This is an optimization exercise on Yosys and OpenROAD, whose aim is small area and a short achievable clock period, not a production implementation. The RTL was checked by simulation tests, not by an equivalence proof against the original design.

// discrete_555_top
module discrete_555_top (
    input  wire         clk,
    input  wire         arst_n,
    input  wire         reg_wr,
    input  wire  [1:0]  reg_addr,
    input  wire  [15:0] reg_wdata,
    output logic [15:0] reg_rdata,
    output logic        audio_clk_en,
    output logic [15:0] vco_out,
    output logic [15:0] filt_out
);
==> flow/config.mk <==
export PLATFORM = sky130hd
export DESIGN_NAME = discrete_555_top
export DESIGN_NICKNAME = discrete_555_top
export VERILOG_FILES = /design/flow/design.v
export SDC_FILE = /design/flow/constraint.sdc
export NUM_CORES = 4
export LEC_CHECK = 0
export ABC_AREA = 1
export CAP_MARGIN = 20
export CORE_MARGIN = 2
export CORE_UTILIZATION = 40
export SLEW_MARGIN = 20
==> flow/constraint.sdc <==
create_clock -name core_clock -period 48.0 [get_ports {clk}]
set_input_delay 9.6000 -clock core_clock [delete_from_list [all_inputs] [get_ports {clk}]]
set_output_delay 9.6000 -clock core_clock [all_outputs]
set_load 0.01 [all_outputs]
standard.sh (not shown) runs the stock make flow with config.mk's settings and CLKGATE_MAP_FILE= SYNTH_SCRIPT=/design/flow/synth_recipe.tcl, a recipe that flattens the netlist after the stock synthesis.
==> flow/flow/run.sh <==
#!/bin/bash
# Layout flow: the standard synthesis, then the combinational logic of
# that netlist re-mapped by ABC for area (registers, their names and cell
# types kept as they are), then the standard layout from floorplan on.
# Each tool's output goes to its own log file in the work folder.
set -euo pipefail
WORK=$(pwd)
LIB=$FLOW_HOME/platforms/sky130hd/lib/sky130_fd_sc_hd__tt_025C_1v80.lib
R=$WORK/orfs/results/sky130hd/discrete_555_top/base

bash standard.sh synth > synth.log 2>&1

cp $R/1_2_yosys.v $WORK/standard_synth.v
python3 flow/mkmodels.py $LIB 'sky130_fd_sc_hd__(fa|ha)_[0-9]+' > $WORK/cell_models.v 2> mkmodels.log

cat > $WORK/reopt.ys <<EOT
read_liberty -lib $LIB
read_verilog $WORK/standard_synth.v
hierarchy -top $FLOW_TOP
tee -o $WORK/reopt_before.txt stat -liberty $LIB
techmap -map $WORK/cell_models.v
techmap
opt -purge
abc -liberty $LIB -dont_use sky130_fd_sc_hd__lpflow* -dont_use sky130_fd_sc_hd__probe* -script "+strash;ifraig;dc2;strash;dch,-f;map,-a;topo;"
opt_clean -purge
splitnets
opt_clean -purge
hilomap -singleton -hicell sky130_fd_sc_hd__conb_1 HI -locell sky130_fd_sc_hd__conb_1 LO
insbuf -buf sky130_fd_sc_hd__buf_4 A X
opt_clean -purge
tee -o $WORK/reopt_after.txt stat -liberty $LIB
write_verilog -noattr -nohex -nodec $WORK/reopt.v
EOT
yosys -s $WORK/reopt.ys > reopt.log 2>&1

cp $WORK/reopt.v $R/1_2_yosys.v
touch $R/1_2_yosys.v
bash standard.sh "BUFFER_PORTS_ARGS=-buffer_cell sky130_fd_sc_hd__buf_4" finish > layout.log 2>&1
Other scripts of this flow, unchanged in this note and not shown: flow/flow/mkmodels.py
Next try:
--- a/flow/flow/run.sh
+++ b/flow/flow/run.sh
@@ -38 +38 @@
-bash standard.sh "BUFFER_PORTS_ARGS=-buffer_cell sky130_fd_sc_hd__buf_4" finish > layout.log 2>&1
+bash standard.sh > layout.log 2>&1
=> The new run passed the timing, design-rule and antenna checks; via count hardly moves; sequential share of layout area decreases by 0.14 points; routed wire length increases slightly; core utilization increases by 0.28 points; cell area increases slightly; global-route usage increases by 0.38 points.

Setup of lane 1:
Another version of the RTL of discrete_555_top (not shown whole).
For scale: ~70 I/O pins, about 21000 um^2 of cells after synthesis.
export LEC_CHECK = 0
export ABC_AREA = 1
export CAP_MARGIN = 20
export CORE_MARGIN = 2
export CORE_UTILIZATION = 40
export CTS_BUF_LIST = sky130_fd_sc_hd__clkbuf_8
export CTS_CLUSTER_DIAMETER = 50
export CTS_CLUSTER_SIZE = 16
export SLEW_MARGIN = 20
create_clock -name core_clock -period 48.0 [get_ports {clk}]
==> flow/flow/run.sh <==
#!/bin/bash
# Layout flow: the standard synthesis, then the combinational logic of
# that netlist re-mapped by ABC (registers, their names and cell types kept
# as they are): the read-back path from reg_addr to reg_rdata for delay, the
# rest for area; then the standard layout from floorplan on.
# Each tool's output goes to its own log file in the work folder.
set -euo pipefail
WORK=$(pwd)
LIB=$FLOW_HOME/platforms/sky130hd/lib/sky130_fd_sc_hd__tt_025C_1v80.lib
R=$WORK/orfs/results/sky130hd/discrete_555_top/base

bash standard.sh synth > synth.log 2>&1

cp $R/1_2_yosys.v $WORK/standard_synth.v
python3 flow/mkmodels.py $LIB 'sky130_fd_sc_hd__(fa|ha)_[0-9]+' > $WORK/cell_models.v 2> mkmodels.log

# the register cell types, where the read-back cone stops
FF_STOP=$(grep -oE '^ *sky130_fd_sc_hd__(df|edf|sdf|dl)[a-z0-9_]+' $WORK/standard_synth.v | sort -u | sed 's/^ */:-/' | tr -d '\n')

cat > $WORK/reopt.ys <<EOT
read_liberty -lib $LIB
read_verilog $WORK/standard_synth.v
hierarchy -top $FLOW_TOP
tee -o $WORK/reopt_before.txt stat -liberty $LIB
techmap -map $WORK/cell_models.v
techmap
opt -purge
select -set io_cone w:reg_addr %co*$FF_STOP w:reg_rdata %ci*$FF_STOP %i c:* %i
abc -liberty $LIB -dont_use sky130_fd_sc_hd__lpflow* -dont_use sky130_fd_sc_hd__probe* -D 200 -script "+strash;dch,-f;map,-D,200;topo;stime,-c;buffer,-c;upsize,-c;dnsize,-c;" @io_cone
abc -liberty $LIB -dont_use sky130_fd_sc_hd__lpflow* -dont_use sky130_fd_sc_hd__probe* -script "+strash;ifraig;dc2;dc2;strash;dch,-f;map,-a;topo;"
opt_clean -purge
splitnets
opt_clean -purge
# internal wire names hidden, so that a register driving an output port
# drives the port's net with no assign; one tie cell per constant bit
rename -hide w:* i:* o:* %u %d
hilomap -hicell sky130_fd_sc_hd__conb_1 HI -locell sky130_fd_sc_hd__conb_1 LO
opt_clean -purge
tee -o $WORK/reopt_after.txt stat -liberty $LIB
write_verilog -noattr -nohex -nodec $WORK/reopt.v
EOT
yosys -s $WORK/reopt.ys > reopt.log 2>&1

cp $WORK/reopt.v $R/1_2_yosys.v
touch $R/1_2_yosys.v
bash standard.sh "BUFFER_PORTS_ARGS=-buffer_cell sky130_fd_sc_hd__buf_1" finish > layout.log 2>&1
Other scripts of this flow, unchanged in this note and not shown: flow/flow/mkmodels.py
The inputs of lane 2 differ from those of lane 1 as listed below.
-- flow/flow/run.sh --
<<< lane 1, line 5
# rest for area; then the standard layout from floorplan on.
>>> lane 2, line 5
# rest for area; half adders whose sum is unused become AND gates; then
# the standard layout from floorplan on.
<<< lane 1, line 44
cp $WORK/reopt.v $R/1_2_yosys.v
>>> lane 2, line 45
python3 flow/fixcells.py $WORK/reopt.v $WORK/reopt_fixed.v > fixcells.log 2>&1

cp $WORK/reopt_fixed.v $R/1_2_yosys.v
<<< lane 1, line 46
bash standard.sh "BUFFER_PORTS_ARGS=-buffer_cell sky130_fd_sc_hd__buf_1" finish > layout.log 2>&1
>>> lane 2, line 49
bash standard.sh "BUFFER_PORTS_ARGS=-buffer_cell sky130_fd_sc_hd__buf_2" finish > layout.log 2>&1
==> flow/flow/fixcells.py (new file) <==
#!/usr/bin/env python3
"""Replace half adders whose SUM output drives nothing by AND gates (the
carry of a half adder is A & B). usage: fixcells.py IN.v OUT.v"""
import re, sys
from collections import Counter
txt = open(sys.argv[1]).read()
cell_re = re.compile(r'(sky130_fd_sc_hd__\w+)\s+(\S+)\s*\((.*?)\);', re.S)
use = Counter()
for m in cell_re.finditer(txt):
    for p, n in re.findall(r'\.(\w+)\(([^)]*)\)', m.group(3)):
        use[n.strip()] += 1
# nets on ports are used outside
for m in re.finditer(r'^\s*(?:input|output|inout)\s+(?:\[[^\]]*\]\s*)?([^;]+);', txt, re.M):
    for n in m.group(1).split(','):
        use[n.strip()] += 1
count = 0
def fix(m):
    global count
    typ, name, body = m.group(1), m.group(2), m.group(3)
    if not re.fullmatch(r'sky130_fd_sc_hd__ha_1', typ):
        return m.group(0)
    pins = dict((p, n.strip()) for p, n in re.findall(r'\.(\w+)\(([^)]*)\)', body))
    s = pins.get('SUM', '')
    if s and use[s] > 1:
        return m.group(0)
    if 'COUT' not in pins or not pins['COUT']:
        return m.group(0)
    count += 1
    return (f"sky130_fd_sc_hd__and2_1 {name} (\n    .A({pins['A']}),\n    .B({pins['B']}),\n"
            f"    .X({pins['COUT']})\n  );")
out = cell_re.sub(fix, txt)
open(sys.argv[2], 'w').write(out)
print(f"half adders with an unused sum replaced by and2: {count}")
==> comparison <==
Lane 2 vs lane 1 — first-pass GRT wire length climbed slightly. Looking at worst hold slack, lane 2 sits 0.050 ns higher than lane 1 does. Between lane 1 and lane 2, floorplan row count is higher for lane 1, lane 2 comes in under that. In lane 2, global routing usage on met3 is higher than in lane 1. Between lane 2 and lane 1, it is lane 2 whose routing usage on met2 is higher, by 0.43 points.

Starting RTL as in the previous note.
==> flow/config.mk <==
export PLATFORM = sky130hd
export DESIGN_NAME = discrete_555_top
export DESIGN_NICKNAME = discrete_555_top
export VERILOG_FILES = /design/flow/design.v
export SDC_FILE = /design/flow/constraint.sdc
export NUM_CORES = 4
export LEC_CHECK = 0
export ABC_AREA = 1
export CAP_MARGIN = 20
export CORE_MARGIN = 2
export CORE_UTILIZATION = 40
export CTS_BUF_LIST = sky130_fd_sc_hd__clkbuf_4
export SLEW_MARGIN = 20
==> flow/constraint.sdc <==
create_clock -name core_clock -period 48.0 [get_ports {clk}]
set_input_delay 9.6000 -clock core_clock [delete_from_list [all_inputs] [get_ports {clk}]]
set_output_delay 9.6000 -clock core_clock [all_outputs]
set_load 0.01 [all_outputs]
==> flow/flow/run.sh <==
#!/bin/bash
# Layout flow: the standard synthesis, then the combinational logic of
# that netlist re-mapped by ABC (registers, their names and cell types kept
# as they are): the read-back path from reg_addr to reg_rdata for delay, the
# rest for area; then the standard layout from floorplan on.
# Each tool's output goes to its own log file in the work folder.
set -euo pipefail
WORK=$(pwd)
LIB=$FLOW_HOME/platforms/sky130hd/lib/sky130_fd_sc_hd__tt_025C_1v80.lib
R=$WORK/orfs/results/sky130hd/discrete_555_top/base

bash standard.sh synth > synth.log 2>&1

cp $R/1_2_yosys.v $WORK/standard_synth.v
python3 flow/mkmodels.py $LIB 'sky130_fd_sc_hd__(fa|ha)_[0-9]+' > $WORK/cell_models.v 2> mkmodels.log

# the register cell types, where the read-back cone stops
FF_STOP=$(grep -oE '^ *sky130_fd_sc_hd__(df|edf|sdf|dl)[a-z0-9_]+' $WORK/standard_synth.v | sort -u | sed 's/^ */:-/' | tr -d '\n')

cat > $WORK/reopt.ys <<EOT
read_liberty -lib $LIB
read_verilog $WORK/standard_synth.v
hierarchy -top $FLOW_TOP
tee -o $WORK/reopt_before.txt stat -liberty $LIB
techmap -map $WORK/cell_models.v
techmap
opt -purge
select -set io_cone w:reg_addr %co*$FF_STOP w:reg_rdata %ci*$FF_STOP %i c:* %i
abc -liberty $LIB -dont_use sky130_fd_sc_hd__lpflow* -dont_use sky130_fd_sc_hd__probe* -D 200 -script "+strash;dch,-f;map,-D,200;topo;stime,-c;buffer,-c;upsize,-c;dnsize,-c;" @io_cone
abc -liberty $LIB -dont_use sky130_fd_sc_hd__lpflow* -dont_use sky130_fd_sc_hd__probe* -script "+strash;ifraig;dc2;dc2;strash;dch,-f;map,-a;topo;"
opt_clean -purge
splitnets
opt_clean -purge
# internal wire names hidden, so that a register driving an output port
# drives the port's net with no assign; one tie cell per constant bit
rename -hide w:* i:* o:* %u %d
hilomap -hicell sky130_fd_sc_hd__conb_1 HI -locell sky130_fd_sc_hd__conb_1 LO
opt_clean -purge
tee -o $WORK/reopt_after.txt stat -liberty $LIB
write_verilog -noattr -nohex -nodec $WORK/reopt.v
EOT
yosys -s $WORK/reopt.ys > reopt.log 2>&1

cp $WORK/reopt.v $R/1_2_yosys.v
touch $R/1_2_yosys.v
bash standard.sh "BUFFER_PORTS_ARGS=-buffer_cell sky130_fd_sc_hd__buf_2" finish > layout.log 2>&1
Other scripts of this flow, unchanged in this note and not shown: flow/flow/mkmodels.py
Next try:
--- a/flow/flow/run.sh
+++ b/flow/flow/run.sh
@@ -3,3 +3,2 @@
-# that netlist re-mapped by ABC (registers, their names and cell types kept
-# as they are): the read-back path from reg_addr to reg_rdata for delay, the
-# rest for area; then the standard layout from floorplan on.
+# that netlist re-mapped by ABC for area (registers, their names and cell
+# types kept as they are), then the standard layout from floorplan on.
@@ -17,3 +15,0 @@
-# the register cell types, where the read-back cone stops
-FF_STOP=$(grep -oE '^ *sky130_fd_sc_hd__(df|edf|sdf|dl)[a-z0-9_]+' $WORK/standard_synth.v | sort -u | sed 's/^ */:-/' | tr -d '\n')
-
@@ -28,2 +23,0 @@
-select -set io_cone w:reg_addr %co*$FF_STOP w:reg_rdata %ci*$FF_STOP %i c:* %i
-abc -liberty $LIB -dont_use sky130_fd_sc_hd__lpflow* -dont_use sky130_fd_sc_hd__probe* -D 200 -script "+strash;dch,-f;map,-D,200;topo;stime,-c;buffer,-c;upsize,-c;dnsize,-c;" @io_cone
Effect: Clock skew rose by 42 ps; die area went down by about 1.2%; final area falls by about 1.7%; setup slack gets worse by 950 ps; maximum frequency fell by about 4.5%; via count decreases by about 1.5%; worst hold slack degrades by 22 ps; non-clock buffer count drops by 6.
Next try:
--- a/flow/flow/run.sh
+++ b/flow/flow/run.sh
@@ -3,2 +3,3 @@
-# that netlist re-mapped by ABC for area (registers, their names and cell
-# types kept as they are), then the standard layout from floorplan on.
+# that netlist re-mapped by ABC (registers, their names and cell types kept
+# as they are): the read-back path from reg_addr to reg_rdata for delay, the
+# rest for area; then the standard layout from floorplan on.
@@ -15,0 +17,3 @@
+# the register cell types, where the read-back cone stops
+FF_STOP=$(grep -oE '^ *sky130_fd_sc_hd__(df|edf|sdf|dl)[a-z0-9_]+' $WORK/standard_synth.v | sort -u | sed 's/^ */:-/' | tr -d '\n')
+
@@ -23,0 +28,2 @@
+select -set io_cone w:reg_addr %co*$FF_STOP w:reg_rdata %ci*$FF_STOP %i c:* %i
+abc -liberty $LIB -dont_use sky130_fd_sc_hd__lpflow* -dont_use sky130_fd_sc_hd__probe* -D 200 -script "+strash;dch,-f;map,-D,200;topo;stime,-c;buffer,-c;upsize,-c;dnsize,-c;" @io_cone
Settings changed: CAP_MARGIN 20 to 5, CTS_BUF_LIST sky130_fd_sc_hd__clkbuf_4 to sky130_fd_sc_hd__clkbuf_8, CTS_CLUSTER_DIAMETER set to 50, CTS_CLUSTER_SIZE set to 16, SLEW_MARGIN 20 to 5.
Effect: Cell count grows by 0.53%; setup slack gains 960 ps; area after synthesis rises by 1.2%; sequential share of layout area goes down by 0.11 points; via count barely changes; global-route usage shrinks by 0.32 points; count of clock-buffer cells in the layout goes down by 57; utilization fell by 0.57 points; critical path depth drops by 2; fmax goes up by 4.7%.
Next try:
--- a/flow/flow/run.sh
+++ b/flow/flow/run.sh
@@ -29,2 +29,2 @@
-abc -liberty $LIB -dont_use sky130_fd_sc_hd__lpflow* -dont_use sky130_fd_sc_hd__probe* -D 200 -script "+strash;dch,-f;map,-D,200;topo;stime,-c;buffer,-c;upsize,-c;dnsize,-c;" @io_cone
-abc -liberty $LIB -dont_use sky130_fd_sc_hd__lpflow* -dont_use sky130_fd_sc_hd__probe* -script "+strash;ifraig;dc2;dc2;strash;dch,-f;map,-a;topo;"
+abc -liberty $LIB -dont_use sky130_fd_sc_hd__lpflow* -dont_use sky130_fd_sc_hd__probe* -D 200 @io_cone
+abc -liberty $LIB -dont_use sky130_fd_sc_hd__lpflow* -dont_use sky130_fd_sc_hd__probe* -script "+strash;ifraig;dc2;dc2;strash;dch,-f;amap;topo;"
@@ -34,4 +34,2 @@
-# internal wire names hidden, so that a register driving an output port
-# drives the port's net with no assign; one tie cell per constant bit
-rename -hide w:* i:* o:* %u %d
-hilomap -hicell sky130_fd_sc_hd__conb_1 HI -locell sky130_fd_sc_hd__conb_1 LO
+hilomap -singleton -hicell sky130_fd_sc_hd__conb_1 HI -locell sky130_fd_sc_hd__conb_1 LO
+insbuf -buf sky130_fd_sc_hd__buf_4 A X
Settings changed: CAP_MARGIN 5 to 20, CTS_BUF_LIST sky130_fd_sc_hd__clkbuf_8 to sky130_fd_sc_hd__clkbuf_4, CTS_CLUSTER_DIAMETER 50 to not set, CTS_CLUSTER_SIZE 16 to not set, SLEW_MARGIN 5 to 20.
Result: Cell count drops by 0.70%. Setup slack gets worse by 1200 ps. Clock skew drops by 4.3 ps. Clock-buffer cell count climbs by 61. Sequential share of layout area climbs by 0.13 points. Final area drops by 0.60%. Area after synthesis drops by 1.4%. Routed wire length climbs by about 1%.
Next try:
--- a/flow/flow/run.sh
+++ b/flow/flow/run.sh
@@ -29,2 +29,2 @@
-abc -liberty $LIB -dont_use sky130_fd_sc_hd__lpflow* -dont_use sky130_fd_sc_hd__probe* -D 200 @io_cone
-abc -liberty $LIB -dont_use sky130_fd_sc_hd__lpflow* -dont_use sky130_fd_sc_hd__probe* -script "+strash;ifraig;dc2;dc2;strash;dch,-f;amap;topo;"
+abc -liberty $LIB -dont_use sky130_fd_sc_hd__lpflow* -dont_use sky130_fd_sc_hd__probe* -D 200 -script "+strash;dch,-f;map,-D,200;topo;stime,-c;buffer,-c;upsize,-c;dnsize,-c;" @io_cone
+abc -liberty $LIB -dont_use sky130_fd_sc_hd__lpflow* -dont_use sky130_fd_sc_hd__probe* -script "+strash;ifraig;dc2;dc2;strash;dch,-f;map,-a;topo;"
@@ -34,2 +34,4 @@
-hilomap -singleton -hicell sky130_fd_sc_hd__conb_1 HI -locell sky130_fd_sc_hd__conb_1 LO
-insbuf -buf sky130_fd_sc_hd__buf_4 A X
+# internal wire names hidden, so that a register driving an output port
+# drives the port's net with no assign; one tie cell per constant bit
+rename -hide w:* i:* o:* %u %d
+hilomap -hicell sky130_fd_sc_hd__conb_1 HI -locell sky130_fd_sc_hd__conb_1 LO
Settings changed: CTS_CLUSTER_DIAMETER set to 40, CTS_CLUSTER_SIZE set to 10.
What happened:
- The new run completed without violations
- via count shrinks by a few percent
Next try:
Settings changed: CORE_UTILIZATION 40 to 60, CTS_BUF_LIST sky130_fd_sc_hd__clkbuf_4 to sky130_fd_sc_hd__clkbuf_8, CTS_CLUSTER_DIAMETER 40 to 50, CTS_CLUSTER_SIZE 10 to 16.
What happened: Sequential share of layout area goes up by 0.10 points; worst hold slack gets worse by 38 ps; fmax hardly moves.

-- afterwards: timing with drivers on the ports --
No port has a modelled driver above. Below, the same layouts with a new extraction and two added sets of constraints. Step 1, drivers: a clkbuf_16 drives clk and a buf_2 each remaining input, both assumed. Step 2, shift: input delay + t, output delay - t, t = (earliest + latest rising clock arrival at the registers) / 2. This alone moves slack from input paths to output paths. a / b / c = ideal ports / drivers / drivers and shift; a / b = the first two.
run | t, ns | setup WS [ns] | hold WS [ns] | worst setup path after step 2 | pins driven straight from the clock port
the first run of note 1 | 0.601 | 27.349 / 27.326 / 27.326 | 0.327 / 0.327 / 0.327 | input to output | 1
the second run of note 1 | 0.597 | 26.463 / 26.432 / 26.432 | 0.330 / 0.330 / 0.330 | input to output | 1
lane 1 | 0.677 | 27.381 / 27.354 / 27.354 | 0.283 / 0.283 / 0.283 | input to output | 1
lane 2 | 0.655 | 27.866 / 27.843 / 27.843 | 0.333 / 0.333 / 0.333 | input to output | 1
the first run of note 3 | 0.829 | 27.861 / 27.841 / 27.841 | 0.321 / 0.321 / 0.321 | input to output | 1
the second run of note 3 | 0.830 | 26.909 / 26.886 / 26.886 | 0.299 / 0.299 / 0.299 | input to output | 1
the third run of note 3 | 0.663 | 27.865 / 27.844 / 27.844 | 0.330 / 0.330 / 0.330 | input to output | 1
the fourth run of note 3 | 0.769 | 26.707 / 26.707 / 26.707 | 0.325 / 0.325 / 0.325 | register to register | 1
the fifth run of note 3 | 0.748 | 27.871 / 27.851 / 27.851 | 0.335 / 0.335 / 0.335 | input to output | 1
the sixth run of note 3 | 0.621 | 27.825 / 27.802 / 27.802 | 0.296 / 0.296 / 0.296 | input to output | 1
After both steps setup and hold are still met in every run listed. The setup slack of the second run of note 1, which loses most, moves by -0.031 ns with the drivers and by -0.031 ns with both steps.
